What follows belongs to an exercise in optimizing a design on an open flow for a short achievable clock period and few clock cycles; a production flow would make more cautious choices. RTL that was checked went through simulation tests only; none was proved equivalent to the original. For run 3, only the layout was checked, not whether the RTL still works. Power figures rest on the tool's default switching activity, not on a simulated workload.

<file path="design/flow/constraint.sdc">
create_clock -name core_clock -period 6.0 [get_ports {clk}]
set_input_delay 1.2000 -clock core_clock [delete_from_list [all_inputs] [get_ports {clk}]]
set_output_delay 1.2000 -clock core_clock [all_outputs]
set_load 0.01 [all_outputs]
</file>
<file path="design/flow/config.mk">
export PLATFORM = sky130hd
export DESIGN_NAME = multicycle_core
export DESIGN_NICKNAME = multicycle_core
export VERILOG_FILES = /design/flow/design.v
export SDC_FILE = /design/flow/constraint.sdc
export NUM_CORES = 4
export LEC_CHECK = 0
export ABC_CLOCK_PERIOD_IN_PS = 2000
export CAP_MARGIN = 20
export CORE_MARGIN = 2
export CORE_UTILIZATION = 30
export PLACE_DENSITY = 0.45
export SETUP_SLACK_MARGIN = 3.2
export SLEW_MARGIN = 20
</file>
<file path="design/flow/design.v">
package core_pkg;
  localparam logic [5:0] OP_RTYPE = 6'b000000;
  localparam logic [5:0] OP_ADDI  = 6'b001000;
  localparam logic [5:0] OP_LW    = 6'b100011;
  localparam logic [5:0] OP_SW    = 6'b101011;
  localparam logic [5:0] OP_BEQ   = 6'b000100;
  localparam logic [5:0] OP_BNE   = 6'b000101;
  localparam logic [5:0] OP_J     = 6'b000010;
  localparam logic [5:0] FN_ADD   = 6'b100000;
  localparam logic [5:0] FN_SUB   = 6'b100010;
  localparam logic [5:0] FN_AND   = 6'b100100;
  localparam logic [5:0] FN_OR    = 6'b100101;
  localparam logic [5:0] FN_SLT   = 6'b101010;
  localparam logic [5:0] FN_SLL   = 6'b000000;
  localparam logic [5:0] FN_SRL   = 6'b000010;
  localparam int S_ADD = 0;
  localparam int S_SUB = 1;
  localparam int S_AND = 2;
  localparam int S_OR  = 3;
  localparam int S_SLT = 4;
  localparam int S_SLL = 5;
  localparam int S_SRL = 6;
endpackage
import core_pkg::*;
module core_alu (
  input  logic [31:0] a,
  input  logic [31:0] b,
  input  logic [31:0] bn,
  input  logic [31:0] ao,
  input  logic [31:0] bo,
  input  logic [9:0]  shsel,   
  output logic [223:0] r
);
  function automatic logic [31:0] ks_add(input logic [31:0] x, input logic [31:0] z, input logic cin);
    logic [31:0] g, p, gg, pp, gn, pn;
    g = x & z;
    p = x ^ z;
    gg = g;
    gg[0] = g[0] | (p[0] & cin);
    pp = p;
    for (int d = 1; d < 32; d = d * 2) begin
      gn = gg;
      pn = pp;
      for (int i = d; i < 32; i++) begin
        gn[i] = gg[i] | (pp[i] & gg[i-d]);
        pn[i] = pp[i] & pp[i-d];
      end
      gg = gn;
      pp = pn;
    end
    ks_add = p ^ {gg[30:0], cin};
  endfunction
  logic [31:0] diff;
  assign diff = ks_add(a, bn, 1'b1);
  assign r[32*S_ADD +: 32] = ks_add(a, b, 1'b0);
  assign r[32*S_SUB +: 32] = diff;
  assign r[32*S_AND +: 32] = ao & bo;
  assign r[32*S_OR +: 32] = ao | bo;
  assign r[32*S_SLT +: 32] = {31'd0, (ao[31] ^ bo[31]) ? ao[31] : diff[31]};
  function automatic logic [31:0] shl(input logic [31:0] x, input logic [9:0] s);
    logic [31:0] y1, y2;
    y1 = ({32{s[0]}} & x) | ({32{s[1]}} & (x << 1)) | ({32{s[2]}} & (x << 2)) | ({32{s[3]}} & (x << 3));
    y2 = ({32{s[4]}} & y1) | ({32{s[5]}} & (y1 << 4)) | ({32{s[6]}} & (y1 << 8)) | ({32{s[7]}} & (y1 << 12));
    shl = ({32{s[8]}} & y2) | ({32{s[9]}} & (y2 << 16));
  endfunction
  function automatic logic [31:0] shr(input logic [31:0] x, input logic [9:0] s);
    logic [31:0] y1, y2;
    y1 = ({32{s[0]}} & x) | ({32{s[1]}} & (x >> 1)) | ({32{s[2]}} & (x >> 2)) | ({32{s[3]}} & (x >> 3));
    y2 = ({32{s[4]}} & y1) | ({32{s[5]}} & (y1 >> 4)) | ({32{s[6]}} & (y1 >> 8)) | ({32{s[7]}} & (y1 >> 12));
    shr = ({32{s[8]}} & y2) | ({32{s[9]}} & (y2 >> 16));
  endfunction
  assign r[32*S_SLL +: 32] = shl(bo, shsel);
  assign r[32*S_SRL +: 32] = shr(bo, shsel);
endmodule
import core_pkg::*;
module multicycle_core #(
  parameter int                ADDR_W   = 32,
  parameter logic [ADDR_W-1:0] RESET_PC = '0
) (
  input  logic              clk,
  input  logic              rst,
  output logic              imem_req,
  output logic [ADDR_W-1:0] imem_addr,
  input  logic              imem_ready,
  input  logic [31:0]       imem_rdata,
  output logic              dmem_req,
  output logic              dmem_we,
  output logic [ADDR_W-1:0] dmem_addr,
  output logic [31:0]       dmem_wdata,
  input  logic              dmem_ready,
  input  logic [31:0]       dmem_rdata,
  output logic [ADDR_W-1:0] pc_out,
  output logic [31:0]       alu_result,
  output logic              retire,
  output logic              halted
);
  localparam bit SHIFT_EN = 1'b1;
  localparam int NB = 8;   
  logic [29:0] pc, rp;
  logic req_q, pend, stop_q;
  logic [NB-1:0] bt_v;
  localparam int TW = 14;   
  logic [TW-1:0] bt_pc [NB];
  logic [29:0] bt_tgt [NB];
  logic [2:0] bt_ptr;   
  logic bw_en;
  logic [29:0] bw_pc, bw_tgt;
  logic d_valid, d_btb, d_bthit, d_legal, d_ptaken, d_same, d_zcase, d_brx;
  logic [4:0] d_zr;
  logic d_zfa, d_zmb, d_rz, d_rk;
  logic [31:0] d_rs_oh, d_rt_oh;   
  logic [31:0] d_ir;
  logic [29:0] d_target;   
  logic [16:0] d_lo;
  logic [31:0] d_nimm;   
  logic [29:0] d_pc, d_pc4, d_btgt;
  logic e_valid, e_halt, e_rwe, e_load, e_store, e_br, e_beq, e_pred, e_btb, e_bad, e_misp;
  logic [6:0] e_sel;
  logic [4:0] e_wa;
  logic [9:0] e_sh;   
  logic [31:0] e_a, e_b, e_bn, e_st;
  logic [31:0] e_ao, e_bo;
  logic [29:0] e_npc, e_altpc, e_pc, e_tgt, e_seq, e_pc4, e_btgt;
  logic e_dir, e_zk, e_zero;   
  logic m_valid, m_halt, m_req, m_we, m_load, m_rwe, m_mis, m_late;
  logic [4:0] m_wa;
  logic [31:0] m_res, m_wdata;
  logic [29:0] m_npc, m_redir, m_pc;
  logic [31:0] rf [1:31];
  logic [31:0] rz;   
  logic [31:0] rk;
  logic retire_q, halted_q;
  logic [29:0] pc_out_q;
  logic [31:0] alu_q;
  logic m_busy, m_kill, pc_free, f_fire;
  logic [29:0] m_next;
  assign pc_free = !req_q || imem_ready;
  assign f_fire = req_q && imem_ready;
  assign m_busy = m_req && !dmem_ready;
  assign m_next = m_mis ? m_redir : m_npc;
  assign m_kill = m_busy || (m_valid && m_late);
  logic [31:0] alu_y;
  logic [223:0] alu_r;
  function automatic logic [31:0] pick(input logic [6:0] s, input logic [223:0] r,
                                       input logic de, input logic [31:0] d);
    pick = {32{de}} & d;
    for (int k = 0; k < 7; k++) pick = pick | ({32{s[k]}} & r[32*k +: 32]);
  endfunction
  logic eq, taken, mispred, mis_late, flush_e;
  logic [29:0] e_redir;
  core_alu u_alu (.a(e_a), .b(e_b), .bn(e_bn), .ao(e_ao), .bo(e_bo), .shsel(e_sh), .r(alu_r));
  assign alu_y = pick(e_sel, alu_r, 1'b0, 32'd0);
  assign eq = e_ao == e_bo;
  assign taken = e_beq ? eq : !eq;
  assign e_npc = e_dir ? e_tgt : e_seq;
  assign e_altpc = e_dir ? e_pc4 : e_tgt;
  assign e_bad = e_btb && e_dir && e_btgt != e_tgt;
  assign mis_late = e_valid && ((e_br && (taken != e_pred)) || (e_bad && !e_misp));
  assign mispred = (e_valid && e_misp) || mis_late;
  assign flush_e = e_valid && e_misp && !m_kill;
  assign e_redir = !e_misp && e_bad && (!e_br || taken) ? e_tgt : e_altpc;
  logic [5:0] op, fn;
  logic [4:0] rs, rt, rd, sh, wa;
  logic [31:0] simm, rs_val, rt_val, wb_data, b_val;
  logic [29:0] d_jt, d_seq;
  logic [13:0] d_hip, d_him;
  assign d_hip = d_pc[29:16] + 14'd1;
  assign d_him = d_pc[29:16] - 14'd1;
  assign d_target = {d_ir[15] ? (d_lo[16] ? d_pc[29:16] : d_him) : (d_lo[16] ? d_hip : d_pc[29:16]), d_lo[15:0]};
  logic is_r, is_addi, is_lw, is_sw, is_beq, is_bne, is_j, is_shift, legal;
  logic uses_rs, uses_rt, rwe, brx, pred, ptaken, lu_stall, d_adv, d_redirect, d_halt, wb_en;
  logic fa, fb, bt_ins, d_res, d_eq, dir;
  assign op = d_ir[31:26];
  assign rs = d_ir[25:21];
  assign rt = d_ir[20:16];
  assign rd = d_ir[15:11];
  assign sh = d_ir[10:6];
  assign fn = d_ir[5:0];
  assign simm = {{16{d_ir[15]}}, d_ir[15:0]};
  assign is_r = op == OP_RTYPE;
  assign is_addi = op == OP_ADDI;
  assign is_lw = op == OP_LW;
  assign is_sw = op == OP_SW;
  assign is_beq = op == OP_BEQ;
  assign is_bne = op == OP_BNE;
  assign is_j = op == OP_J;
  assign is_shift = is_r && (fn == FN_SLL || fn == FN_SRL);
  assign legal = d_legal;
  assign uses_rs = !is_j && !is_shift;
  assign uses_rt = is_r || is_sw || is_beq || is_bne;
  assign wa = is_r ? rd : rt;
  assign rwe = (is_r || is_addi || is_lw) && wa != 5'd0;
  assign brx = d_brx;
  assign pred = is_bne ? rs != rt : rs == rt;
  assign ptaken = d_ptaken;
  assign d_jt = {d_pc4[29:26], d_ir[25:0]};
  assign d_seq = is_j ? d_jt : d_pc4;
  assign wb_en = m_valid && m_rwe;
  assign wb_data = m_load ? dmem_rdata : m_res;
  function automatic logic [31:0] rf_read(input logic [31:0] oh);
    rf_read = '0;
    for (int i = 1; i < 32; i++) rf_read = rf_read | ({32{oh[i]}} & rf[i]);
  endfunction
  assign rs_val = (wb_en && m_wa == rs && rs != 5'd0) ? wb_data : rf_read(d_rs_oh);
  assign rt_val = (wb_en && m_wa == rt && rt != 5'd0) ? wb_data : rf_read(d_rt_oh);
  assign fa = e_valid && e_rwe && e_wa == rs;
  assign fb = e_valid && e_rwe && e_wa == rt;
  assign b_val = pick(fb ? e_sel : 7'd0, alu_r, !fb, rt_val);
  logic use_imm;
  assign use_imm = !(is_r || is_beq || is_bne);
  logic [4:0] zr;
  logic zfa, zmb;
  assign zr = d_zr;
  assign zfa = d_zfa;
  assign zmb = d_zmb;
  function automatic logic [3:0] zflags(input logic [4:0] z);
    logic zm, rzv, rkv;
    zm = (m_valid && m_halt) ? (m_valid && m_rwe && m_wa == z) : (e_rwe && e_wa == z);
    rzv = (wb_en && m_wa == z) ? m_res == 32'd0 : rz[z];
    rkv = (wb_en && m_wa == z) ? !m_load : rk[z];
    zflags = {d_valid && !lu_stall && d_legal && rwe && wa == z, zm, rzv, rkv};
  endfunction
  logic [3:0] zf_f, zf_d;
  logic zfa_n, zmb_n, rz_n, rk_n;
  assign zf_f = zflags(f_zr);
  assign zf_d = zflags(d_zr);
  assign {zfa_n, zmb_n, rz_n, rk_n} = d_load ? zf_f : {1'b0, zf_d[2:0]};
  always_comb begin
    d_res = 1'b0;
    d_eq = 1'b0;
    if (d_same) begin
      d_res = 1'b1;
      d_eq = 1'b1;
    end else if (d_zcase) begin
      if (zfa) begin
        d_res = e_zk;
        d_eq = e_zero;
      end else if (zmb) begin
        d_res = !m_load;
        d_eq = m_res == 32'd0;
      end else begin
        d_res = d_rk;
        d_eq = d_rz;
      end
    end
    if (!brx) d_res = 1'b0;
  end
  assign dir = d_res ? (is_beq ? d_eq : !d_eq) : ptaken;
  assign lu_stall = e_valid && e_load && e_rwe && ((uses_rs && rs == e_wa) || (uses_rt && rt == e_wa));
  assign d_adv = d_valid && !m_kill && !flush_e && !lu_stall;
  assign d_redirect = d_valid && d_legal && (dir != d_btb) && !flush_e;
  assign d_halt = d_adv && !d_legal;
  logic eqk, eq_pre;
  assign eqk = !fa && !fb && !(wb_en && m_load && ((m_wa == rs && rs != 5'd0) || (m_wa == rt && rt != 5'd0)));
  assign eq_pre = rs_val == rt_val;
  assign bt_ins = d_valid && d_legal && dir && !d_btb;
  logic [5:0] f_op, f_fn;
  logic f_r, f_shift, f_legal, f_ptaken;
  assign f_op = imem_rdata[31:26];
  assign f_fn = imem_rdata[5:0];
  assign f_r = f_op == OP_RTYPE;
  assign f_shift = f_fn == FN_SLL || f_fn == FN_SRL;
  assign f_legal = f_r ? (f_fn == FN_ADD || f_fn == FN_SUB || f_fn == FN_AND || f_fn == FN_OR || f_fn == FN_SLT || (SHIFT_EN && f_shift))
                       : f_op == OP_ADDI || f_op == OP_LW || f_op == OP_SW || f_op == OP_BEQ || f_op == OP_BNE || f_op == OP_J;
  function automatic logic [16:0] ks16(input logic [15:0] x, input logic [15:0] z, input logic cin);
    logic [15:0] g, p, gg, pp, gn, pn;
    g = x & z;
    p = x ^ z;
    gg = g;
    gg[0] = g[0] | (p[0] & cin);
    pp = p;
    for (int d = 1; d < 16; d = d * 2) begin
      gn = gg;
      pn = pp;
      for (int i = d; i < 16; i++) begin
        gn[i] = gg[i] | (pp[i] & gg[i-d]);
        pn[i] = pp[i] & pp[i-d];
      end
      gg = gn;
      pp = pn;
    end
    ks16 = {gg[15], p ^ {gg[14:0], cin}};
  endfunction
  logic [16:0] f_lo;
  assign f_lo = ks16(pc[15:0], imem_rdata[15:0], 1'b1);
  logic f_same, f_zcase;
  logic [4:0] f_zr;
  assign f_same = imem_rdata[25:21] == imem_rdata[20:16];
  assign f_zcase = imem_rdata[25:21] == 5'd0 || imem_rdata[20:16] == 5'd0;
  assign f_zr = imem_rdata[20:16] == 5'd0 ? imem_rdata[25:21] : imem_rdata[20:16];
  logic f_brx;
  assign f_brx = (f_op == OP_BEQ || f_op == OP_BNE) && imem_rdata[15:0] != 16'd0;
  assign f_ptaken = f_brx && (f_op == OP_BNE ? !f_same : f_same);
  logic take, redirect_now, bt_hit;
  logic [29:0] redirect_pc, pc4, bt_out;
  always_comb begin
    bt_hit = 1'b0;
    bt_out = '0;
    for (int i = 0; i < NB; i++)
      if (bt_v[i] && bt_pc[i] == pc[TW-1:0]) begin
        bt_hit = 1'b1;
        bt_out = bt_out | bt_tgt[i];
      end
  end
  assign pc4 = pc + 30'd1;
  assign redirect_now = m_kill || flush_e || d_redirect;
  assign redirect_pc = m_kill ? m_next : flush_e ? e_altpc : dir ? d_target : d_seq;
  assign take = !m_kill && !flush_e && (!d_valid || d_adv) && f_fire && !d_redirect && !d_halt && !pend && !stop_q;
  assign imem_req = req_q;
  assign imem_addr = {pc, 2'b00};
  assign dmem_req = m_req;
  assign dmem_we = m_we;
  assign dmem_addr = m_res;
  assign dmem_wdata = m_wdata;
  assign pc_out = {pc_out_q, 2'b00};
  assign alu_result = alu_q;
  assign retire = retire_q;
  assign halted = halted_q;
  always_ff @(posedge clk or negedge rst) begin
    if (!rst) begin
      pc <= RESET_PC[31:2];
      rp <= '0;
      req_q <= 1'b1;
      pend <= 1'b0;
      stop_q <= 1'b0;
    end else begin
      if (redirect_now) rp <= redirect_pc;
      pend <= !pc_free && (pend || redirect_now);
      if (pc_free) begin
        if (redirect_now) pc <= redirect_pc;
        else if (pend) pc <= rp;
        else if (take) pc <= bt_hit ? bt_out : imem_rdata[31:26] == OP_J ? {pc4[29:26], imem_rdata[25:0]} : pc4;
      end
      if (m_kill) stop_q <= 1'b0;
      else if (d_halt) stop_q <= 1'b1;
      if (m_valid && m_halt && pc_free) req_q <= 1'b0;
    end
  end
  always_ff @(posedge clk or negedge rst) begin
    if (!rst) begin
      bt_v <= '0;
      bt_ptr <= '0;
    end else if (bw_en) begin
      bt_v[bt_ptr] <= 1'b1;
      bt_ptr <= bt_ptr + 1'b1;
    end
  end
  always_ff @(posedge clk) begin
    if (bw_en) begin
      bt_pc[bt_ptr] <= bw_pc[TW-1:0];
      bt_tgt[bt_ptr] <= bw_tgt;
    end
  end
  always_ff @(posedge clk or negedge rst) begin
    if (!rst) bw_en <= 1'b0;
    else bw_en <= bt_ins;
  end
  always_ff @(posedge clk) begin
    bw_pc <= d_pc;
    bw_tgt <= d_target;
  end
  logic d_load;
  assign d_load = !(d_valid && lu_stall);
  always_ff @(posedge clk or negedge rst) begin
    if (!rst) begin
      d_valid <= 1'b0;
      d_btb <= 1'b0;
      d_bthit <= 1'b0;
      d_legal <= 1'b0;
      d_ptaken <= 1'b0;
      d_brx <= 1'b0;
      d_same <= 1'b0;
      d_zcase <= 1'b0;
      d_zr <= '0;
      d_zfa <= 1'b0;
      d_zmb <= 1'b0;
      d_rz <= 1'b0;
      d_rk <= 1'b0;
      d_rs_oh <= '0;
      d_rt_oh <= '0;
    end else begin
      if (m_kill || flush_e) d_valid <= 1'b0;
      else if (!d_valid || d_adv) d_valid <= take;
      d_zfa <= zfa_n;
      d_zmb <= zmb_n;
      d_rz <= rz_n;
      d_rk <= rk_n;
      if (d_load) begin
        d_btb <= bt_hit;
        d_bthit <= bt_hit;
        d_legal <= f_legal;
        d_ptaken <= f_ptaken;
        d_brx <= f_brx;
        d_same <= f_same;
        d_zcase <= f_zcase;
        d_zr <= f_zr;
        d_rs_oh <= 32'd1 << imem_rdata[25:21];
        d_rt_oh <= 32'd1 << imem_rdata[20:16];
      end else if (d_redirect) begin
        d_btb <= dir;
      end
    end
  end
  always_ff @(posedge clk or negedge rst) begin
    if (!rst) begin
      d_ir <= '0;
      d_pc <= '0;
      d_pc4 <= '0;
      d_btgt <= '0;
      d_lo <= '0;
      d_nimm <= '0;
    end else if (d_load) begin
      d_ir <= imem_rdata;
      d_pc <= pc;
      d_pc4 <= pc4;
      d_btgt <= bt_out;
      d_lo <= f_lo;
      d_nimm <= -{{16{imem_rdata[15]}}, imem_rdata[15:0]};
    end
  end
  always_ff @(posedge clk or negedge rst) begin
    if (!rst) begin
      e_valid <= 1'b0;
      e_halt <= 1'b0;
      e_rwe <= 1'b0;
      e_load <= 1'b0;
      e_store <= 1'b0;
      e_br <= 1'b0;
      e_misp <= 1'b0;
      e_btb <= 1'b0;
    end else begin
      e_valid <= d_adv;
      e_halt <= !legal;
      e_rwe <= d_adv && legal && rwe;
      e_load <= d_adv && legal && is_lw;
      e_store <= d_adv && legal && is_sw;
      e_br <= d_adv && legal && brx && !d_res && !eqk;
      e_misp <= d_adv && legal && brx && !d_res && eqk && ((is_beq ? eq_pre : !eq_pre) != ptaken);
      e_btb <= d_adv && legal && d_bthit && d_btb;
    end
  end
  always_ff @(posedge clk or negedge rst) begin
    if (!rst) begin
      e_beq <= 1'b0;
      e_pred <= 1'b0;
      e_sel <= '0;
      e_sh <= '0;
      e_wa <= '0;
      e_dir <= 1'b0;
      e_btgt <= '0;
      e_zk <= 1'b0;
      e_zero <= 1'b0;
      e_tgt <= '0;
      e_seq <= '0;
      e_pc4 <= '0;
      e_pc <= '0;
    end else begin
      e_beq <= is_beq;
      e_pred <= pred;
      e_sel[S_ADD] <= !is_r || fn == FN_ADD;
      e_sel[S_SUB] <= is_r && fn == FN_SUB;
      e_sel[S_AND] <= is_r && fn == FN_AND;
      e_sel[S_OR]  <= is_r && fn == FN_OR;
      e_sel[S_SLT] <= is_r && fn == FN_SLT;
      e_sel[S_SLL] <= is_r && fn == FN_SLL;
      e_sel[S_SRL] <= is_r && fn == FN_SRL;
      e_sh <= {sh[4], !sh[4], 4'd1 << sh[3:2], 4'd1 << sh[1:0]};
      e_wa <= wa;
      e_dir <= dir;
      e_btgt <= d_btgt;
      e_zk <= is_addi && !fa && !(wb_en && m_load && m_wa == rs && rs != 5'd0);
      e_zero <= rs_val == d_nimm;
      e_tgt <= d_target;
      e_seq <= d_seq;
      e_pc4 <= d_pc4;
      e_pc <= d_pc;
    end
  end
  logic [6:0] sa, sb;
  logic ha, hb, mo;
  assign mo = !(is_r && (fn == FN_ADD || fn == FN_SUB));
  assign sa = fa ? e_sel : 7'd0;
  assign ha = !fa;
  assign sb = fb ? e_sel : 7'd0;
  assign hb = !fb;
  always_ff @(posedge clk) begin
    e_a <= pick(sa, alu_r, ha, rs_val);
    e_b <= pick(use_imm ? 7'd0 : sb, alu_r, use_imm || hb, use_imm ? simm : rt_val);
    e_bn <= ~pick(sb, alu_r, hb, rt_val);
    e_st <= pick(sb, alu_r, hb, rt_val);
    e_ao <= pick(mo ? sa : 7'd0, alu_r, mo && ha, rs_val);
    e_bo <= pick(mo ? sb : 7'd0, alu_r, mo && hb, rt_val);
  end
  logic m_hold;
  assign m_hold = m_busy || (m_valid && m_halt);
  always_ff @(posedge clk or negedge rst) begin
    if (!rst) begin
      m_valid <= 1'b0;
      m_halt <= 1'b0;
      m_req <= 1'b0;
      m_we <= 1'b0;
      m_rwe <= 1'b0;
      m_late <= 1'b0;
    end else if (!m_hold) begin
      m_valid <= e_valid && !m_kill;
      m_halt <= e_valid && e_halt && !m_kill;
      m_req <= (e_load || e_store) && !m_kill;
      m_we <= e_store && !m_kill;
      m_rwe <= e_rwe && !m_kill;
      m_late <= mis_late && !m_kill;
    end
  end
  always_ff @(posedge clk) m_res <= pick(m_hold ? 7'd0 : e_sel, alu_r, m_hold, m_res);
  always_ff @(posedge clk or negedge rst) begin
    if (!rst) begin
      m_load <= 1'b0;
      m_wa <= '0;
      m_wdata <= '0;
      m_npc <= '0;
      m_redir <= '0;
      m_mis <= 1'b0;
      m_pc <= '0;
    end else if (!m_hold) begin
      m_load <= e_load;
      m_wa <= e_wa;
      m_wdata <= e_st;
      m_npc <= e_npc;
      m_redir <= e_redir;
      m_mis <= mispred;
      m_pc <= e_pc;
    end
  end
  always_ff @(posedge clk or negedge rst) begin
    if (!rst) begin
      for (int i = 1; i < 32; i++) rf[i] <= '0;
    end else if (m_rwe && !m_busy) begin
      rf[m_wa] <= wb_data;
    end
  end
  always_ff @(posedge clk or negedge rst) begin
    if (!rst) begin
      rz <= '1;
      rk <= '1;
    end else if (m_rwe && !m_busy) begin
      rz[m_wa] <= m_res == 32'd0;
      rk[m_wa] <= !m_load;
    end
  end
  always_ff @(posedge clk or negedge rst) begin
    if (!rst) begin
      retire_q <= 1'b0;
      halted_q <= 1'b0;
    end else begin
      retire_q <= m_valid && !m_halt && !m_busy;
      if (m_valid && m_halt && pc_free) halted_q <= 1'b1;
    end
  end
  always_ff @(posedge clk or negedge rst) begin
    if (!rst) begin
      pc_out_q <= '0;
      alu_q <= '0;
    end else if (!m_busy && m_valid && !halted_q) begin
      pc_out_q <= m_halt ? m_pc : m_next;
      alu_q <= m_res;
    end
  end
endmodule
</file>
<file path="design/flow/run.sh">
#!/bin/bash
# synth_recipe.tcl (not shown) runs the flow's synth.tcl, then flattens the netlist and writes it again
# the make line also repeats each setting of config.mk as NAME=value (left out here)
make -C /OpenROAD-flow-scripts/flow DESIGN_CONFIG=/design/flow/config.mk WORK_HOME=/design/flow/orfs CLKGATE_MAP_FILE= SYNTH_SCRIPT=/design/flow/synth_recipe.tcl finish
</file>
==> impl_metrics.env, run 1 <==
export IMPL_dp_cells=16200
export IMPL_p_comb_share_pct=15.9
export IMPL_totalWireLength_um=647000
export IMPL_critPathRequiredTime_ps=6820
export IMPL_synthesis_area_um2=113000
export IMPL_min_period_ps=3570
export IMPL_insertion_delay_ps=970
export IMPL_clk_path_buf_depth=4
export IMPL_antenna_found_initial=63
export IMPL_rsz0062_at_grt="yes"
export IMPL_reg2reg_slack_ps=2430
export IMPL_crit_path_start="d_rt_oh[3]"
export IMPL_die_w_um=617
export IMPL_path_max_fanout=8
export IMPL_core_area_um2=375000
export IMPL_tightestPinTransition_ps=1290
export IMPL_holdWs_ps=112
export IMPL_arrival_ps=4390
export IMPL_path_clk_slew_ps=60
export IMPL_grt_pass1_vias=102000
export IMPL_synth_async_reset_ratio_pct=73.9
export IMPL_maxCapViolations=0
export IMPL_path_class="flip-flop to flip-flop"
export IMPL_drtPass1Iterations=13
export IMPL_cts_sinks=2380
export IMPL_endpoint="e_misp"
export IMPL_r2r_start="d_rt_oh[3]"
export IMPL_numPortBuffers=228
export IMPL_synth_compound_area_share_pct=20.9
export IMPL_drive_gt1_share_pct=25.0
export IMPL_drv_slew=0
export IMPL_switchingPower_uw=13500
export IMPL_synthAdderAreaFrac_pct=1.80
export IMPL_cellPowerDensity_nw_per_um2=301
export IMPL_leakage_uw=0.0599
export IMPL_dp_hpwl_um=402000
export IMPL_synth_seq_cells=2380
export IMPL_route_detailed_drc=0
export IMPL_outcome="timing/DRC/antenna clean"
export IMPL_yosys_warnings=3
export IMPL_period_share_pct=59.5
export IMPL_synth_simple_area_share_pct=14.0
export IMPL_synth_cells=11500
export IMPL_max_freq_mhz=280
export IMPL_synth_xor_area_share_pct=2.78
export IMPL_slew_headroom_pct=13.5
export IMPL_ff2ff_path_depth=12
export IMPL_routabilityCongestion=0.973
export IMPL_synth_top_family_by_area="compound AO/OA/AOI/OAI gates"
export IMPL_final_hold_viol_count=0
export IMPL_rows=225
export IMPL_grt_pass1_wl_um=861000
export IMPL_dr_first_iter_drc_count=18000
export IMPL_p_int_uw=31000
export IMPL_nets=12500
export IMPL_p_sw_share_pct=30.3
export IMPL_synthMuxAreaShare_pct=3.44
export IMPL_cts_hold_buf=0
export IMPL_fp_dieH_um=617
export IMPL_power_frac_clock_pct=40.2
export IMPL_area_delta_synth_final_pct=30.7
export IMPL_cts_tree="yes"
export IMPL_cts_root_buffer="clkbuf_16"
export IMPL_ys_types=96
export IMPL_vdd_ir_drop_max_v=0.000251
export IMPL_end_kind="flip-flop"
export IMPL_crit_path_start_kind="flip-flop"
export IMPL_power_frac_seq_pct=44.0
export IMPL_io_pins=233
export IMPL_initial_core_util_pct=30.1
export IMPL_grt_overflow=0
export IMPL_synth_flop_cell="dfrtp_1"
export IMPL_htreeDepth=5
export IMPL_dr_total_vias=109000
export IMPL_min_path_type="input pin to asynchronous set/reset pin"
export IMPL_synth_avg_cell_area_um2=9.82
export IMPL_fin_util_pct=39.3
export IMPL_grt_max_degree=157
export IMPL_grt_total_usage_pct=32.1
export IMPL_wire_per_inst_um=37.0
export IMPL_layoutNonFillerInstCount=17500
export IMPL_r2r_end="e_misp"
export IMPL_vias_per_cell=6.21
export IMPL_ant_nets=0
export IMPL_cts_buffers=286
export IMPL_die_area_um2=381000
export IMPL_synth_edf_count=352
export IMPL_finClkSkew_ps=97.9
export IMPL_finalSetupViolations=0
export IMPL_ys_seq_area_share_pct=53.2
==> sequential cells by signal, indices dropped and copies added (netlist names), 31 cells and up <==
name	count
e_a	32
rf	992
e_bn	32
d_rs_oh	31
bt_tgt	240
bt_pc	112
rz	32
m_res	32
m_wdata	32
d_ir	32
e_st	32
e_b	32
e_ao	32
d_nimm	31
rk	32
e_bo	32
d_rt_oh	31
alu_q	32
==> synthesized netlist by cell type, types with 38 or more instances <==
| master | instances | area, um^2 |
|---|---|---|
| nor2b_1 | 39 | 244 |
| mux2i_1 | 193 | 1930 |
| ha_1 | 158 | 1980 |
| a21oi_1 | 1236 | 6190 |
| dfstp_2 | 65 | 1710 |
| o21ai_0 | 363 | 1820 |
| o211ai_1 | 68 | 510 |
| and3_1 | 38 | 238 |
| a21o_1 | 58 | 435 |
| nand2_1 | 1121 | 4210 |
| buf_2 | 48 | 240 |
| and2_1 | 77 | 482 |
| nor4_1 | 145 | 907 |
| edfxtp_1 | 352 | 10600 |
| xnor2_1 | 240 | 2100 |
| a31oi_1 | 138 | 863 |
| buf_1 | 87 | 327 |
| a222oi_1 | 66 | 661 |
| a211oi_1 | 51 | 383 |
| dfxtp_1 | 268 | 5370 |
| a22oi_1 | 747 | 5610 |
| and4_1 | 48 | 420 |
| nor3_1 | 104 | 521 |
| nand3_1 | 202 | 1010 |
| nand4_1 | 206 | 1290 |
| inv_1 | 164 | 616 |
| mux2_2 | 118 | 1330 |
| xor2_1 | 118 | 1030 |
| dfrtp_1 | 1695 | 42400 |
| o31ai_1 | 88 | 661 |
| a22o_1 | 248 | 2170 |
| a221oi_1 | 208 | 1820 |
| nor2_1 | 1477 | 5540 |
| clkbuf_1 | 778 | 2920 |
==> through the flow <==
| stage | setup TNS (ps) | cell area, um^2 | worst slack [ps] | power, uW |
|---|---|---|---|---|
| finish | 0 | 148000 | 2430 | 44500 |
| global route | 0 | 147000 | 2420 | 45700 |
| CTS | 0 | 143000 | 2590 | 44100 |
| detailed placement | 0 | 123000 | 1280 | 25300 |
| global placement | -468 | 123000 | -468 | 25200 |
| floorplan | 0 | 113000 | 2710 | 22100 |
==> timing repair <==
action,4_1_cts,5_1_grt
resized for setup,1873,517
cloned,46,36
pin swaps,301,220
endpoints found under the setup margin,1846,1284
setup buffers,511,131
==> power groups by stage <==
stage | sequential [uW] | clock, uW | combinational [uW]
after floorplan | 19000 | 0 | 3100
after global placement | 20000 | 0 | 5220
after detailed placement | 20000 | 0 | 5240
after CTS | 19500 | 18000 | 6660
after global routing | 19700 | 18600 | 7390
final | 19500 | 17900 | 7050
==> layout make-up <==
type | count | area (um^2)
Fill cell | 36600 | 227000
Sequential cell | 2380 | 60500
Multi-Input combinational cell | 8035 | 55600
Timing Repair Buffer | 1382 | 15000
Clock buffer | 410 | 8320
Tap cell | 4994 | 6250
Clock inverter | 98 | 1060
Inverter | 167 | 672
Antenna cell | 33 | 82.6
Timing Repair inverter | 1 | 20.0
==> critical path, stage by stage, from the launching register on <==
cell      delay, ps
dfrtp_4         580
buf_12          190
buf_12          150
a22o_1          200
a221oi_1        250
and4_1          710
a31oi_1         230
buf_4           210
xnor2_1         150
nand4_1         200
nor4_4          260
nand3_1         140
nor3b_2         210
==> layer usage <==
metal,vias to the layer above,global-route usage (%),part of all wire (%)
li1,43700,-,-
met1,54600,41.3,38
met2,7973,47.1,42
met3,2255,8.50,11
met4,32,21.9,8.7
met5,-,0,0.034
==> placed cells by master (no fill, tap or decap), types with 68 or more instances in the layout <==
cell,instances
ha_1,122
dfrtp_1,1577
xnor2_1,211
nor3_1,70
a21oi_1,1178
nand3_1,174
xor2_1,104
a22o_1,244
o21ai_0,268
nor4_1,71
a22oi_1,731
mux2i_1,147
clkbuf_16,319
dfrtp_4,68
buf_6,222
nand4_1,206
nor2_1,1341
a221oi_1,187
o211ai_1,68
buf_4,705
edfxtp_1,352
nor2_4,98
inv_1,137
dfxtp_1,192
buf_12,174
mux2_2,116
nand2_1,1067
==> worst min-delay path by stage <==
stage,from,end,slack (ps),cells after the start
floorplan,d_btgt[13],e_btgt[13],350,0
global placement,d_btgt[25],e_btgt[25],360,0
detailed placement,d_btgt[16],e_btgt[16],360,0
CTS,rst,rf[12][6],110,1
global route,rst,rf[12][6],130,1
finish,rst,rf[10][6],110,1
==> cells by family (layout without fill, tap and decap cells) <==
group	after synthesis	in the layout
DFF	2380	2380
other	1	37
and+or+nand+nor	3590	3609
xor gates and xnor gates	358	358
adders and majority gates	161	161
AOI/OAI and AO/OA	3563	3564
buffers and inverters	1103	2058
muxes	339	339
Testbench counts, summed over its fixed seeds: cycles 32,312.
==> run 2: changes to the inputs <==
--- a/design/flow/design.v
+++ b/design/flow/design.v
@@ -114,7 +114,8 @@
   logic [16:0] d_lo;
   logic [31:0] d_nimm;   
   logic [29:0] d_pc, d_pc4, d_btgt;
-  logic e_valid, e_halt, e_rwe, e_load, e_store, e_br, e_beq, e_pred, e_btb, e_bad, e_misp;
+  logic e_valid, e_halt, e_rwe, e_load, e_store, e_br, e_beq, e_pred, e_btb, e_bad, e_brk, e_misp;
+  logic [31:0] e_x;   
   logic [6:0] e_sel;
   logic [4:0] e_wa;
   logic [9:0] e_sh;   
@@ -122,6 +123,7 @@
   logic [31:0] e_ao, e_bo;
   logic [29:0] e_npc, e_altpc, e_pc, e_tgt, e_seq, e_pc4, e_btgt;
   logic e_dir, e_zk, e_zero;   
+  logic [31:0] e_zx;   
   logic m_valid, m_halt, m_req, m_we, m_load, m_rwe, m_mis, m_late;
   logic [4:0] m_wa;
   logic [31:0] m_res, m_wdata;
@@ -155,6 +157,8 @@
   assign e_npc = e_dir ? e_tgt : e_seq;
   assign e_altpc = e_dir ? e_pc4 : e_tgt;
   assign e_bad = e_btb && e_dir && e_btgt != e_tgt;
+  assign e_misp = e_brk && ((e_beq ? e_x == 32'd0 : e_x != 32'd0) != e_pred);
+  assign e_zero = e_zx == 32'd0;
   assign mis_late = e_valid && ((e_br && (taken != e_pred)) || (e_bad && !e_misp));
   assign mispred = (e_valid && e_misp) || mis_late;
   assign flush_e = e_valid && e_misp && !m_kill;
@@ -250,9 +254,8 @@
   assign d_adv = d_valid && !m_kill && !flush_e && !lu_stall;
   assign d_redirect = d_valid && d_legal && (dir != d_btb) && !flush_e;
   assign d_halt = d_adv && !d_legal;
-  logic eqk, eq_pre;
+  logic eqk;
   assign eqk = !fa && !fb && !(wb_en && m_load && ((m_wa == rs && rs != 5'd0) || (m_wa == rt && rt != 5'd0)));
-  assign eq_pre = rs_val == rt_val;
   assign bt_ins = d_valid && d_legal && dir && !d_btb;
   logic [5:0] f_op, f_fn;
   logic f_r, f_shift, f_legal, f_ptaken;
@@ -426,7 +429,7 @@
       e_load <= 1'b0;
       e_store <= 1'b0;
       e_br <= 1'b0;
-      e_misp <= 1'b0;
+      e_brk <= 1'b0;
       e_btb <= 1'b0;
     end else begin
       e_valid <= d_adv;
@@ -435,7 +438,7 @@
       e_load <= d_adv && legal && is_lw;
       e_store <= d_adv && legal && is_sw;
       e_br <= d_adv && legal && brx && !d_res && !eqk;
-      e_misp <= d_adv && legal && brx && !d_res && eqk && ((is_beq ? eq_pre : !eq_pre) != ptaken);
+      e_brk <= d_adv && legal && brx && !d_res && eqk;
       e_btb <= d_adv && legal && d_bthit && d_btb;
     end
   end
@@ -449,7 +452,8 @@
       e_dir <= 1'b0;
       e_btgt <= '0;
       e_zk <= 1'b0;
-      e_zero <= 1'b0;
+      e_zx <= '0;
+      e_x <= '0;
       e_tgt <= '0;
       e_seq <= '0;
       e_pc4 <= '0;
@@ -469,7 +473,8 @@
       e_dir <= dir;
       e_btgt <= d_btgt;
       e_zk <= is_addi && !fa && !(wb_en && m_load && m_wa == rs && rs != 5'd0);
-      e_zero <= rs_val == d_nimm;
+      e_zx <= rs_val ^ d_nimm;
+      e_x <= rs_val ^ rt_val;
       e_tgt <= d_target;
       e_seq <= d_seq;
       e_pc4 <= d_pc4;
--- a/design/flow/config.mk
+++ b/design/flow/config.mk
@@ -10,5 +10,5 @@
 export CORE_MARGIN = 2
 export CORE_UTILIZATION = 30
 export PLACE_DENSITY = 0.45
-export SETUP_SLACK_MARGIN = 3.2
+export SETUP_SLACK_MARGIN = 3.0
 export SLEW_MARGIN = 20
==> run 2 against run 1 <==
Net effect:
- register-to-register slack better by 40 ps
- area after synthesis about the same
- sequential power up 5%
- clock power up 3%
- critical path depth down 1
- sequential share of layout area up 1.6 points
- non-clock buffer count down 198
- combinational power up 9.1%
- worst hold slack better by 120 ps
==> impl_metrics.env, run 2 <==
export IMPL_crit_buf_inv=2
export IMPL_cts_root_buffer="clkbuf_16"
export IMPL_ant_nets=0
export IMPL_rsz0062_at_grt="yes"
export IMPL_arrival_ps=4270
export IMPL_vdd_ir_drop_max_v=0.000255
export IMPL_synth_area_top_cells="dfrtp_1 (39%), edfxtp_1 (9.4%), a21oi_1 (5.8%)"
export IMPL_path_class="flip-flop to flip-flop"
export IMPL_path_depth=11
export IMPL_ys_types=101
export IMPL_synth_async_reset_ratio_pct=74.6
export IMPL_ys_top_cells_by_count="dfrtp_1 (1758), nor2_1 (1394), a21oi_1 (1301)"
export IMPL_grt_total_usage_pct=29.8
export IMPL_largest_reg_flops=992
export IMPL_final_common_cell="dfrtp_1"
export IMPL_die_w_um=617
export IMPL_cts_tree="yes"
export IMPL_die_area_um2=381000
export IMPL_area_delta_synth_final_pct=29.0
export IMPL_drtPass1Iterations=10
export IMPL_critical_path_top_delay_family="simple AND/OR/NAND/NOR gates"
export IMPL_synthesis_area_um2=113000
export IMPL_tightestPinTransition_ps=1240
export IMPL_max_freq_mhz=284
export IMPL_leakage_uw=0.0609
export IMPL_rows=225
export IMPL_synth_avg_cell_area_um2=10.1
export IMPL_totalWireLength_um=594000
export IMPL_synth_top_cell_area_share_pct=39.0
export IMPL_htreeDepth=5
export IMPL_tns_ps=0
export IMPL_slew_headroom_pct=15.2
export IMPL_path_clk_slew_ps=60
export IMPL_vias_per_cell=6.03
export IMPL_critical_path_max_stage_delay_ps=570
export IMPL_min_period_ps=3520
export IMPL_finClkSkew_ps=91.2
export IMPL_multi_input_area_um2=53400
export IMPL_drv_slew=0
export IMPL_clk_path_buf_depth=4
export IMPL_path_cells="nor4_4, nand4_1, nor4_4, or4_4, a31oi_4, buf_12, xnor2_4, o21bai_4, buf_6, o41a_4, o22a_1"
export IMPL_wire_per_inst_um=34.9
export IMPL_synth_seq_cells=2443
export IMPL_cellPowerDensity_nw_per_um2=321
export IMPL_drive_gt1_share_pct=22.4
export IMPL_grt_pass1_wl_um=803000
export IMPL_antenna_found_initial=28
export IMPL_yosys_warnings=3
export IMPL_finalSetupViolations=0
export IMPL_nets=12000
export IMPL_synth_edf_count=352
export IMPL_setup_ws_ps=2480
export IMPL_grt_pass1_vias=98000
export IMPL_yosysMostFrequentCell="dfrtp_1"
export IMPL_dp_hpwl_um=364000
export IMPL_largestRegisters="rf x992, bt_tgt x240, bt_pc x112"
export IMPL_fillers=36600
export IMPL_path_max_fanout=8
export IMPL_top_register="rf"
export IMPL_outcome="timing/DRC/antenna clean"
export IMPL_synth_top_area_cell="dfrtp_1"
export IMPL_dr_first_iter_drc_count=15500
export IMPL_synth_flop_cell="dfrtp_1"
export IMPL_core_area_um2=375000
export IMPL_crit_slowest_cell="nor4_4"
export IMPL_maxCapViolations=0
export IMPL_regArea_um2=62100
export IMPL_critPathRequiredTime_ps=6750
export IMPL_period_share_pct=58.7
export IMPL_synth_cells=11200
export IMPL_end_kind="flip-flop"
export IMPL_cts_hold_buf=0
export IMPL_grt_max_degree=168
export IMPL_ff2ff_path_depth=11
export IMPL_insertion_delay_ps=960
export IMPL_numPortBuffers=228
export IMPL_route_detailed_drc=0
export IMPL_cpMostUsedCell="nor4_4"
export IMPL_final_hold_viol_count=0
export IMPL_routabilityCongestion=0.950
export IMPL_pre_cts_slack_ps=1140
export IMPL_final_cell_mix="dfrtp_1 (1642), nor2_1 (1275), a21oi_1 (1186)"
export IMPL_io_pins=233
export IMPL_min_path_type="input pin to asynchronous set/reset pin"
export IMPL_fp_dieH_um=617
export IMPL_cts_sinks=2443
export IMPL_ys_seq_area_share_pct=54.7
export IMPL_cts_buffers=294
export IMPL_dr_total_vias=103000
export IMPL_grt_overflow=0
export IMPL_initial_core_util_pct=30.1
export IMPL_crit_path_start_kind="flip-flop"
[run 2: cell types whose count changed after synthesis, moves of 64 or more]
cell	previous run	this run
a31oi_1	138	48
nor4_1	145	81
nor2_1	1477	1394
a221oi_1	208	308
a22oi_1	747	548
a21oi_1	1236	1301
a22o_1	248	358
[run 2: power breakdown]
group / switching [uW] / internal (uW)
registers: 1820 / 18700
clock network: 7720 / 10800
logic: 4580 / 3110
total: 14100 / 32600
[run 2: final timing paths]
| kind | from | end | slack (ps) |
|---|---|---|---|
| max | e_zx[22] | pc[16] | 2480 |
| min | rst | m_npc[3] | 240 |
| max reg2reg | e_zx[22] | pc[16] | 2480 |
| min reg2reg | d_btgt[3] | e_btgt[3] | 370 |
| max in group asynchronous | rst | rf[24][22] | 4270 |
| min in group core_clock | d_btgt[3] | e_btgt[3] | 370 |
[run 2: final cells by class]
cell class,instances,share of cell area (%)
flip-flops and latches,2443,42.7
multi-input cells,7697,36.7
repair buffers,1184,9.13
clock buffers,428,5.87
well taps,4994,4.29
clock inverters,108,0.876
inverters,165,0.447
diodes,14,0.0241
[run 2: repair_timing]
| item | in CTS | in global routing |
|---|---|---|
| setup buffers | 357 | 120 |
| endpoints found under the setup margin | 1809 | 920 |
| cloned | 36 | 38 |
| gates resized for setup | 1166 | 730 |
| pin swaps | 244 | 245 |
[run 2: kinds of logic after synthesis]
| group | after synthesis | synth area share (%) |
|---|---|---|
| AOI/OAI and AO/OA | 3436 | 20.3 |
| and+or+nand+nor | 3331 | 12.8 |
| DFF | 2443 | 54.7 |
| buffers and inverters | 1065 | 3.63 |
| xor gates and xnor gates | 383 | 2.98 |
| muxes | 371 | 3.81 |
| adders and majority gates | 161 | 1.81 |
| other | 1 | 0.00333 |
[run 2: through the flow]
| stage | power [uW] | util [%] | hold WS, ps | instances | cell area, um^2 |
|---|---|---|---|---|---|
| floorplan | 23400 | - | 350 | 11200 | 113000 |
| global placement | 27100 | 32.8 | 355 | 15900 | 123000 |
| detailed placement | 27200 | 32.8 | 358 | 15900 | 123000 |
| CTS | 46400 | 37.5 | 202 | 16900 | 141000 |
| global route | 48200 | 38.8 | 226 | 17000 | 145000 |
| finish | 46700 | 38.8 | 236 | 17000 | 145000 |
[run 2: routing by layer]
metal	up-vias	routed length (um)	GRT usage (%)
li1	42100	-	-
met1	52100	236000	39.0
met2	6649	253000	44.3
met3	1859	60100	7.39
met4	23	44200	18.0
met5	-	310	0.0884
Testbench counts of run 2, summed over its fixed seeds: cycles 32,312.
==> run 3: changes to the inputs <==
--- a/design/flow/design.v
+++ b/design/flow/design.v
@@ -25,10 +25,9 @@
 module core_alu (
   input  logic [31:0] a,
   input  logic [31:0] b,
-  input  logic [31:0] bn,
   input  logic [31:0] ao,
   input  logic [31:0] bo,
-  input  logic [9:0]  shsel,   
+  input  logic [4:0]  shamt,
   output logic [223:0] r
 );
   function automatic logic [31:0] ks_add(input logic [31:0] x, input logic [31:0] z, input logic cin);
@@ -51,26 +50,14 @@
     ks_add = p ^ {gg[30:0], cin};
   endfunction
   logic [31:0] diff;
-  assign diff = ks_add(a, bn, 1'b1);
+  assign diff = ks_add(a, ~b, 1'b1);
   assign r[32*S_ADD +: 32] = ks_add(a, b, 1'b0);
   assign r[32*S_SUB +: 32] = diff;
   assign r[32*S_AND +: 32] = ao & bo;
   assign r[32*S_OR +: 32] = ao | bo;
   assign r[32*S_SLT +: 32] = {31'd0, (ao[31] ^ bo[31]) ? ao[31] : diff[31]};
-  function automatic logic [31:0] shl(input logic [31:0] x, input logic [9:0] s);
-    logic [31:0] y1, y2;
-    y1 = ({32{s[0]}} & x) | ({32{s[1]}} & (x << 1)) | ({32{s[2]}} & (x << 2)) | ({32{s[3]}} & (x << 3));
-    y2 = ({32{s[4]}} & y1) | ({32{s[5]}} & (y1 << 4)) | ({32{s[6]}} & (y1 << 8)) | ({32{s[7]}} & (y1 << 12));
-    shl = ({32{s[8]}} & y2) | ({32{s[9]}} & (y2 << 16));
-  endfunction
-  function automatic logic [31:0] shr(input logic [31:0] x, input logic [9:0] s);
-    logic [31:0] y1, y2;
-    y1 = ({32{s[0]}} & x) | ({32{s[1]}} & (x >> 1)) | ({32{s[2]}} & (x >> 2)) | ({32{s[3]}} & (x >> 3));
-    y2 = ({32{s[4]}} & y1) | ({32{s[5]}} & (y1 >> 4)) | ({32{s[6]}} & (y1 >> 8)) | ({32{s[7]}} & (y1 >> 12));
-    shr = ({32{s[8]}} & y2) | ({32{s[9]}} & (y2 >> 16));
-  endfunction
-  assign r[32*S_SLL +: 32] = shl(bo, shsel);
-  assign r[32*S_SRL +: 32] = shr(bo, shsel);
+  assign r[32*S_SLL +: 32] = bo << shamt;
+  assign r[32*S_SRL +: 32] = bo >> shamt;
 endmodule
 import core_pkg::*;
 module multicycle_core #(
@@ -117,9 +104,9 @@
   logic e_valid, e_halt, e_rwe, e_load, e_store, e_br, e_beq, e_pred, e_btb, e_bad, e_brk, e_misp;
   logic [31:0] e_x;   
   logic [6:0] e_sel;
-  logic [4:0] e_wa;
-  logic [9:0] e_sh;   
-  logic [31:0] e_a, e_b, e_bn, e_st;
+  logic [4:0] e_sh, e_wa;
+  logic [31:0] e_a, e_b, e_st;
+  logic e_stf;   
   logic [31:0] e_ao, e_bo;
   logic [29:0] e_npc, e_altpc, e_pc, e_tgt, e_seq, e_pc4, e_btgt;
   logic e_dir, e_zk, e_zero;   
@@ -150,7 +137,7 @@
   endfunction
   logic eq, taken, mispred, mis_late, flush_e;
   logic [29:0] e_redir;
-  core_alu u_alu (.a(e_a), .b(e_b), .bn(e_bn), .ao(e_ao), .bo(e_bo), .shsel(e_sh), .r(alu_r));
+  core_alu u_alu (.a(e_a), .b(e_b), .ao(e_ao), .bo(e_bo), .shamt(e_sh), .r(alu_r));
   assign alu_y = pick(e_sel, alu_r, 1'b0, 32'd0);
   assign eq = e_ao == e_bo;
   assign taken = e_beq ? eq : !eq;
@@ -224,11 +211,8 @@
     rkv = (wb_en && m_wa == z) ? !m_load : rk[z];
     zflags = {d_valid && !lu_stall && d_legal && rwe && wa == z, zm, rzv, rkv};
   endfunction
-  logic [3:0] zf_f, zf_d;
   logic zfa_n, zmb_n, rz_n, rk_n;
-  assign zf_f = zflags(f_zr);
-  assign zf_d = zflags(d_zr);
-  assign {zfa_n, zmb_n, rz_n, rk_n} = d_load ? zf_f : {1'b0, zf_d[2:0]};
+  assign {zfa_n, zmb_n, rz_n, rk_n} = zflags(f_zr);
   always_comb begin
     d_res = 1'b0;
     d_eq = 1'b0;
@@ -252,7 +236,9 @@
   assign dir = d_res ? (is_beq ? d_eq : !d_eq) : ptaken;
   assign lu_stall = e_valid && e_load && e_rwe && ((uses_rs && rs == e_wa) || (uses_rt && rt == e_wa));
   assign d_adv = d_valid && !m_kill && !flush_e && !lu_stall;
-  assign d_redirect = d_valid && d_legal && (dir != d_btb) && !flush_e;
+  assign d_redirect = d_valid && d_legal && (dir != d_btb) && !flush_e && !lu_stall;
+  logic lu_rp;
+  assign lu_rp = d_valid && lu_stall && !flush_e;
   assign d_halt = d_adv && !d_legal;
   logic eqk;
   assign eqk = !fa && !fb && !(wb_en && m_load && ((m_wa == rs && rs != 5'd0) || (m_wa == rt && rt != 5'd0)));
@@ -285,7 +271,23 @@
     ks16 = {gg[15], p ^ {gg[14:0], cin}};
   endfunction
   logic [16:0] f_lo;
-  assign f_lo = ks16(pc[15:0], imem_rdata[15:0], 1'b1);
+  function automatic logic [16:0] cs16(input logic [15:0] x, input logic [15:0] z, input logic cin);
+    logic [4:0] s0 [4];
+    logic [4:0] s1 [4];
+    logic [4:0] c;
+    logic [15:0] r;
+    for (int k = 0; k < 4; k++) begin
+      s0[k] = {1'b0, x[4*k +: 4]} + {1'b0, z[4*k +: 4]};
+      s1[k] = {1'b0, x[4*k +: 4]} + {1'b0, z[4*k +: 4]} + 5'd1;
+    end
+    c[0] = cin;
+    for (int k = 0; k < 4; k++) begin
+      r[4*k +: 4] = c[k] ? s1[k][3:0] : s0[k][3:0];
+      c[k+1] = c[k] ? s1[k][4] : s0[k][4];
+    end
+    cs16 = {c[4], r};
+  endfunction
+  assign f_lo = cs16(pc[15:0], imem_rdata[15:0], 1'b1);
   logic f_same, f_zcase;
   logic [4:0] f_zr;
   assign f_same = imem_rdata[25:21] == imem_rdata[20:16];
@@ -306,9 +308,9 @@
       end
   end
   assign pc4 = pc + 30'd1;
-  assign redirect_now = m_kill || flush_e || d_redirect;
-  assign redirect_pc = m_kill ? m_next : flush_e ? e_altpc : dir ? d_target : d_seq;
-  assign take = !m_kill && !flush_e && (!d_valid || d_adv) && f_fire && !d_redirect && !d_halt && !pend && !stop_q;
+  assign redirect_now = m_kill || flush_e || lu_rp || d_redirect;
+  assign redirect_pc = m_kill ? m_next : flush_e ? e_altpc : lu_stall ? d_pc : dir ? d_target : d_seq;
+  assign take = f_fire && !redirect_now && !d_halt && !pend && !stop_q;
   assign imem_req = req_q;
   assign imem_addr = {pc, 2'b00};
   assign dmem_req = m_req;
@@ -362,8 +364,6 @@
     bw_pc <= d_pc;
     bw_tgt <= d_target;
   end
-  logic d_load;
-  assign d_load = !(d_valid && lu_stall);
   always_ff @(posedge clk or negedge rst) begin
     if (!rst) begin
       d_valid <= 1'b0;
@@ -382,26 +382,21 @@
       d_rs_oh <= '0;
       d_rt_oh <= '0;
     end else begin
-      if (m_kill || flush_e) d_valid <= 1'b0;
-      else if (!d_valid || d_adv) d_valid <= take;
+      d_valid <= take;
       d_zfa <= zfa_n;
       d_zmb <= zmb_n;
       d_rz <= rz_n;
       d_rk <= rk_n;
-      if (d_load) begin
-        d_btb <= bt_hit;
-        d_bthit <= bt_hit;
-        d_legal <= f_legal;
-        d_ptaken <= f_ptaken;
-        d_brx <= f_brx;
-        d_same <= f_same;
-        d_zcase <= f_zcase;
-        d_zr <= f_zr;
-        d_rs_oh <= 32'd1 << imem_rdata[25:21];
-        d_rt_oh <= 32'd1 << imem_rdata[20:16];
-      end else if (d_redirect) begin
-        d_btb <= dir;
-      end
+      d_btb <= bt_hit;
+      d_bthit <= bt_hit;
+      d_legal <= f_legal;
+      d_ptaken <= f_ptaken;
+      d_brx <= f_brx;
+      d_same <= f_same;
+      d_zcase <= f_zcase;
+      d_zr <= f_zr;
+      d_rs_oh <= 32'd1 << imem_rdata[25:21];
+      d_rt_oh <= 32'd1 << imem_rdata[20:16];
     end
   end
   always_ff @(posedge clk or negedge rst) begin
@@ -412,7 +407,7 @@
       d_btgt <= '0;
       d_lo <= '0;
       d_nimm <= '0;
-    end else if (d_load) begin
+    end else begin
       d_ir <= imem_rdata;
       d_pc <= pc;
       d_pc4 <= pc4;
@@ -468,7 +463,7 @@
       e_sel[S_SLT] <= is_r && fn == FN_SLT;
       e_sel[S_SLL] <= is_r && fn == FN_SLL;
       e_sel[S_SRL] <= is_r && fn == FN_SRL;
-      e_sh <= {sh[4], !sh[4], 4'd1 << sh[3:2], 4'd1 << sh[1:0]};
+      e_sh <= sh;
       e_wa <= wa;
       e_dir <= dir;
       e_btgt <= d_btgt;
@@ -491,8 +486,8 @@
   always_ff @(posedge clk) begin
     e_a <= pick(sa, alu_r, ha, rs_val);
     e_b <= pick(use_imm ? 7'd0 : sb, alu_r, use_imm || hb, use_imm ? simm : rt_val);
-    e_bn <= ~pick(sb, alu_r, hb, rt_val);
-    e_st <= pick(sb, alu_r, hb, rt_val);
+    e_st <= rt_val;
+    e_stf <= fb;
     e_ao <= pick(mo ? sa : 7'd0, alu_r, mo && ha, rs_val);
     e_bo <= pick(mo ? sb : 7'd0, alu_r, mo && hb, rt_val);
   end
@@ -528,7 +523,7 @@
     end else if (!m_hold) begin
       m_load <= e_load;
       m_wa <= e_wa;
-      m_wdata <= e_st;
+      m_wdata <= e_stf ? m_res : e_st;
       m_npc <= e_npc;
       m_redir <= e_redir;
       m_mis <= mispred;
==> run 3 against run 2 <==
Net effect:
- critical path depth increased by 3
- clock-buffer cell count decreased by 31
- die area decreased by 0.18%
- worst setup slack improved by 120 ps
- first-iteration DRC count increased by 7.0%
- clock skew increased by 0.83 ps
- global-route usage increased by 0.63 points
- sequential share of layout area decreased by 0.40 points
- still clean on timing, DRC and antenna
- total power decreased by 0.18%
==> impl_metrics.env, run 3 <==
export IMPL_dr_first_iter_drc_count=16600
export IMPL_cts_root_buffer="clkbuf_16"
export IMPL_path_max_fanout=4
export IMPL_core_area_um2=373000
export IMPL_htreeDepth=5
export IMPL_drv_slew=0
export IMPL_antenna_found_initial=61
export IMPL_yosys_warnings=5
export IMPL_cts_tree="yes"
export IMPL_critPathRequiredTime_ps=6770
export IMPL_slew_headroom_pct=20.9
export IMPL_totalWireLength_um=604000
export IMPL_top_register="rf"
export IMPL_leakage_uw=0.0593
export IMPL_synth_top_cell_area_share_pct=38.8
export IMPL_synth_xor_area_share_pct=2.96
export IMPL_synth_async_reset_ratio_pct=75.5
export IMPL_dr_total_vias=103000
export IMPL_synth_seq_cells=2401
export IMPL_end_kind="flip-flop"
export IMPL_ys_types=113
export IMPL_synth_top_area_cell="dfrtp_1"
export IMPL_largest_reg_flops=992
export IMPL_synthesis_area_um2=113000
export IMPL_rsz0062_at_grt="yes"
export IMPL_clk_path_buf_depth=4
export IMPL_vdd_ir_drop_max_v=0.000340
export IMPL_holdWs_ps=140
export IMPL_synth_compound_area_share_pct=20.0
export IMPL_grt_max_degree=167
export IMPL_synth_top_family_by_area="compound AO/OA/AOI/OAI gates"
export IMPL_path_class="flip-flop to flip-flop"
export IMPL_cts_buffers=287
export IMPL_cts_sinks=2401
export IMPL_ys_top_cells_by_count="dfrtp_1 (1747), nor2_1 (1441), a21oi_1 (1184)"
export IMPL_final_cell_mix="dfrtp_1 (1642), nor2_1 (1351), a21oi_1 (1145)"
export IMPL_tns_ps=0
export IMPL_grt_total_usage_pct=30.4
export IMPL_ys_seq_area_share_pct=54.0
export IMPL_synth_simple_area_share_pct=12.1
export IMPL_synth_edf_count=352
export IMPL_yosysMostFrequentCell="dfrtp_1"
export IMPL_min_path_type="input pin to asynchronous set/reset pin"
export IMPL_largestRegisters="rf x992, bt_tgt x240, bt_pc x112"
export IMPL_period_share_pct=56.8
export IMPL_synthMuxAreaShare_pct=5.33
export IMPL_die_area_um2=380000
export IMPL_synthAdderAreaFrac_pct=1.90
export IMPL_wire_per_inst_um=35.8
export IMPL_max_freq_mhz=294
export IMPL_fp_dieH_um=617
export IMPL_synth_avg_cell_area_um2=10.3
export IMPL_tightestPinTransition_ps=1180
export IMPL_synth_cells=10900
export IMPL_maxCapViolations=0
export IMPL_path_clk_slew_ps=60
export IMPL_grt_overflow=0
export IMPL_drive_gt1_share_pct=23.3
export IMPL_min_period_ps=3410
export IMPL_insertion_delay_ps=950
export IMPL_io_pins=233
export IMPL_numPortBuffers=228
export IMPL_rows=224
export IMPL_synth_flop_cell="dfrtp_1"
export IMPL_outcome="timing/DRC/antenna clean"
export IMPL_synth_area_top_cells="dfrtp_1 (39%), edfxtp_1 (9.4%), a21oi_1 (5.3%)"
export IMPL_nets=11900
export IMPL_routabilityCongestion=0.961
export IMPL_arrival_ps=4170
export IMPL_grt_pass1_vias=98400
export IMPL_finalSetupViolations=0
export IMPL_route_detailed_drc=0
export IMPL_final_common_cell="dfrtp_1"
export IMPL_finClkSkew_ps=92.1
export IMPL_ant_nets=0
export IMPL_dp_hpwl_um=367000
export IMPL_drtPass1Iterations=15
export IMPL_vias_per_cell=6.12
export IMPL_cellPowerDensity_nw_per_um2=322
export IMPL_die_w_um=617
export IMPL_area_delta_synth_final_pct=28.6
export IMPL_grt_pass1_wl_um=817000
export IMPL_cts_hold_buf=0
export IMPL_final_hold_viol_count=0
export IMPL_crit_path_start_kind="flip-flop"
export IMPL_initial_core_util_pct=30.2
run 3: cell types whose count changed after synthesis, moves of 49 or more:
cell      previous run  this run
xor2_1             158        94
xnor2_1            224       287
nand4_1            240       191
nand2_1           1060       768
a22oi_1            548       487
clkbuf_1           755       702
a221o_1              6        63
a21oi_1           1301      1184
run 3: cell type report:
| cell class | count | area (um^2) |
|---|---|---|
| Fill cell | 36100 | 228000 |
| Clock buffer | 397 | 8100 |
| Timing Repair Buffer | 1274 | 13800 |
| Inverter | 201 | 817 |
| Antenna cell | 25 | 62.6 |
| Clock inverter | 121 | 1500 |
| Multi-Input combinational cell | 7462 | 53100 |
| Sequential cell | 2401 | 61200 |
| Tap cell | 4972 | 6220 |
run 3: worst paths after layout:
path / startpoint / to / slack [ps] / cells after the start
setup / recovery: e_a[0] / m_res[26] / 2590 / 14
hold reg to reg: d_btgt[4] / e_btgt[4] / 350 / 0
hold / removal: rst / bt_ptr[2] / 140 / 1
min in group core_clock: d_btgt[4] / e_btgt[4] / 350 / 0
max in group asynchronous: rst / rf[4][23] / 3950 / 3
setup reg to reg: e_a[0] / m_res[26] / 2590 / 14
run 3: timing repair:
action	4_1_cts	5_1_grt
pin swaps	191	245
endpoints found under the hold margin	0	0
endpoints found under the setup margin	1235	946
cloned	23	13
buffers inserted	414	187
gates resized for setup	1210	538
run 3: routing by layer:
metal | GRT usage (%) | part of all wire, % | vias up
li1 | - | - | 41600
met1 | 39.4 | 39 | 51900
met3 | 8.99 | 12 | 2063
met4 | 18.6 | 7.6 | 53
met5 | 0.316 | 0.11 | -
met2 | 44.5 | 42 | 7502
run 3: cell families (layout without fill, tap and decap cells):
kind of cell | count (synthesis) | after routing
AO/OA/AOI/OAI | 3301 | 3305
AND/OR/NAND/NOR | 3104 | 3109
flip-flops | 2401 | 2401
buffers and inverters | 1074 | 1993
multiplexers | 495 | 496
XOR/XNOR | 381 | 381
adder cells (fa/ha/maj) | 167 | 167
other | 1 | 29
run 3: through the flow:
step	power (uW)	std cells	util [%]	cell area [um^2]	worst slack, ps
CTS	46100	16600	37.6	140000	2550
floorplan	23200	10900	-	113000	2590
detailed placement	27000	15700	32.8	123000	1210
finish	46600	16900	38.8	145000	2590
global placement	27000	15700	32.8	122000	1270
global route	48100	16800	38.8	145000	2520
run 3: power breakdown:
part,internal [uW],switching (uW)
Combinational,3380,5070
Sequential,18300,1630
Clock,10700,7600
Total,32300,14300
run 3: worst max-delay path: stages (launching register included):
cell,delay (ps)
dfxtp_2,330
inv_2,60
ha_4,150
inv_2,40
fa_2,370
a211oi_4,330
o21a_2,240
o32ai_4,160
a2111oi_4,330
buf_6,200
o31ai_4,100
a311o_1,370
and3_4,220
a221oi_4,220
a31oi_1,130

[static timing again, ports no longer ideal]
The results above use ideal ports. As a check the final layouts listed here were re-extracted and re-timed, cells and wires unchanged.
Step 1 sets driving cells, clkbuf_16 on the clock port and buf_2 on the other inputs (assumed; they add their load-dependent delay and slew).
Step 2 adds t to the input delays and takes it off the output delays; t is the mean of the earliest and latest rising clock arrival at the registers after step 1. Input paths then give back, and output paths get back, about the clock's delay inside the block.
Slacks: no drivers / after step 1 / after step 2; pairs: no drivers / after step 1.
| run | t (ns) | setup WS [ns] | worst setup path at the end |
|---|---|---|---|
| run 1 | 1.036 | 2.431 / 2.431 / 1.474 | input to register |
| run 2 | 1.016 | 2.475 / 2.475 / 1.870 | input to register |
| run 3 | 1.014 | 2.593 / 2.593 / 1.816 | input to register |
After both steps every run listed still meets setup and hold. For run 1, which loses most, drivers alone change the setup slack by 0.000 ns; drivers and shift together by -0.957 ns.
